Background: an optimization exercise with open tools, aiming at a short achievable clock period and few clock cycles per item. Do not read the settings as production practice. Function was checked by simulation only, so behaviour that the tests miss may differ from the original.

==> flow/design.v (excerpt) <==
module yuv_rgb_top (
	input  logic        Clock,
	input  logic        resetn,
	input  logic        in_valid,
	input  logic [15:0] in_word,
	output logic        in_credit,
	output logic        out_valid,
	output logic [23:0] out_pixel,
	input  logic        out_credit
);
Size in the first run: ~46 I/O pins, ~64000 um2 of cells after synthesis.
==> flow/config.mk <==
export PLATFORM = sky130hd
export DESIGN_NAME = yuv_rgb_top
export DESIGN_NICKNAME = yuv_rgb_top
export VERILOG_FILES = /design/flow/design.v
export SDC_FILE = /design/flow/constraint.sdc
export NUM_CORES = 4
export LEC_CHECK = 0
export CAP_MARGIN = 20
export CORE_MARGIN = 2
export CORE_UTILIZATION = 40
export SLEW_MARGIN = 20
==> flow/constraint.sdc <==
create_clock -name core_clock -period 12.0 [get_ports {Clock}]
set_input_delay 2.4000 -clock core_clock [delete_from_list [all_inputs] [get_ports {Clock}]]
set_output_delay 2.4000 -clock core_clock [all_outputs]
set_load 0.01 [all_outputs]
standard.sh (not shown) runs the stock make flow with config.mk's settings and CLKGATE_MAP_FILE= SYNTH_SCRIPT=/design/flow/synth_recipe.tcl, a recipe that flattens the netlist after the stock synthesis.
==> flow/flow/run.sh <==
#!/bin/bash
set -euo pipefail
bash standard.sh SETUP_SLACK_MARGIN=9 \
  "CTS_ARGS=-sink_clustering_enable -repair_clock_nets -sink_clustering_size 30 -sink_clustering_max_diameter 80 -apply_ndr full" \
  finish > flow_make.log 2>&1
The first run ran to the end with no violations.
Testbench counts at the start, summed over its fixed seeds: cycles 20,624, items 20,480.
Rerun with:
==> flow/flow/run.sh (replaced) <==
#!/bin/bash
set -euo pipefail
bash standard.sh SETUP_SLACK_MARGIN=9 finish > flow_make.log 2>&1
Settings changed: CTS_CLUSTER_DIAMETER from default to 80, CTS_CLUSTER_SIZE from default to 30.
- via count does not change
- clock skew stays the same
- critical path depth is unchanged
- routed wire length does not change
- sequential share of layout area is unchanged
- sequential cell count is unchanged
Rerun with:
Settings changed: CTS_CLUSTER_DIAMETER 80 to default, CTS_CLUSTER_SIZE 30 to default.
Design area climbs by 3.1%.
Setup slack is worse by 0.061 ns.
Register-to-register slack is about the same.
Hold slack is worse by 0.025 ns.

---

== run 2 ==
yuv_rgb_top, a different RTL version from the one above (not shown whole).
Size: ~5000 cells after synthesis, ~1400 flip-flops, about 46 I/O pins, ~61000 um^2 of cells after synthesis.
export LEC_CHECK = 0
export CAP_MARGIN = 20
export CORE_MARGIN = 2
export CORE_UTILIZATION = 40
export CTS_CLUSTER_DIAMETER = 80
export CTS_CLUSTER_SIZE = 30
export SLEW_MARGIN = 20
create_clock -name core_clock -period 12.0 [get_ports {Clock}]
==> flow/flow/run.sh <==
#!/bin/bash
set -euo pipefail
bash standard.sh SETUP_SLACK_MARGIN=8.4 finish > flow_make.log 2>&1
Run 2 completed; timing, DRC and antenna clean
Testbench counts of run 2, summed over its fixed seeds: cycles 20,616, items 20,480.
### run 2 -> run 3
==> flow/flow/run.sh <==
#!/bin/bash
set -euo pipefail
bash standard.sh SETUP_SLACK_MARGIN=8.6 finish > flow_make.log 2>&1
==> comparison <==
- From run 3 to run 2, synthesized area did not move at all.
- Delta (run 3 minus run 2): final cycle utilization of the critical path held, non-clock buffer count went up 23.
- Comparing run 2 and run 3, the lower register fraction of the total cell area is on run 3.
- Re count of instances resized after the clock tree is built: run 2 and run 3 aren't equal, and the higher value belongs to run 3.
- Across both runs, transition at the pin with the smallest max-transition slack was higher for run 3 than for run 2.

---

yuv_rgb_top with an RTL version that a note above also has.
Size in the first run: roughly 1500 flip-flops.
export LEC_CHECK = 0
export CAP_MARGIN = 20
export CORE_MARGIN = 2
export CORE_UTILIZATION = 40
export CTS_CLUSTER_DIAMETER = 60
export CTS_CLUSTER_SIZE = 25
export SLEW_MARGIN = 20
create_clock -name core_clock -period 12.0 [get_ports {Clock}]
==> flow/flow/run.sh <==
#!/bin/bash
set -euo pipefail
bash standard.sh SETUP_SLACK_MARGIN=9 finish > flow_make.log 2>&1
Testbench counts at the start, summed over its fixed seeds: cycles 20,624, items 20,480.
Change:
Settings changed: CORE_UTILIZATION 40 to 70, CTS_CLUSTER_DIAMETER 60 to default, CTS_CLUSTER_SIZE 25 to default.
Fmax shrinks by a few percent.
Area after synthesis is unchanged.
Die area shrinks by well over a third.
Register-to-register slack is about the same.

[port drivers added, routing unchanged]
In the flow no input, the clock included, has a driving cell. The finished layouts below were timed again as built, in two steps.
Step 1: set_driving_cell puts a clkbuf_16 on Clock and a buf_2 on each other input, an assumption about the parent block.
Step 2 adds t to the input delays and takes it off the output delays; t is the mean of the earliest and latest rising clock arrival at the registers after step 1. Input paths then give back, and output paths get back, about the clock's delay inside the block.
a / b / c = ideal ports / drivers / drivers and shift; a / b = the first two.
run | shift t [ns] | slack for setup (ns) | worst setup path at the end
the first run of note 1 | 0.796 | 8.382 / 8.306 / 8.703 | input, reset recovery
the second run of note 1 | 0.796 | 8.382 / 8.306 / 8.703 | input, reset recovery
the third run of note 1 | 0.857 | 8.322 / 8.241 / 8.717 | input, reset recovery
run 2 | 0.774 | 8.367 / 8.295 / 8.561 | register to register
run 3 | 0.765 | 8.358 / 8.288 / 8.692 | register to register
the first run of note 3 | 0.811 | 8.358 / 8.282 / 8.733 | input, reset recovery
the second run of note 3 | 0.829 | 8.270 / 8.199 / 8.734 | input, reset recovery
After both steps every run listed still meets setup and hold. Setup slack includes reset recovery checks.
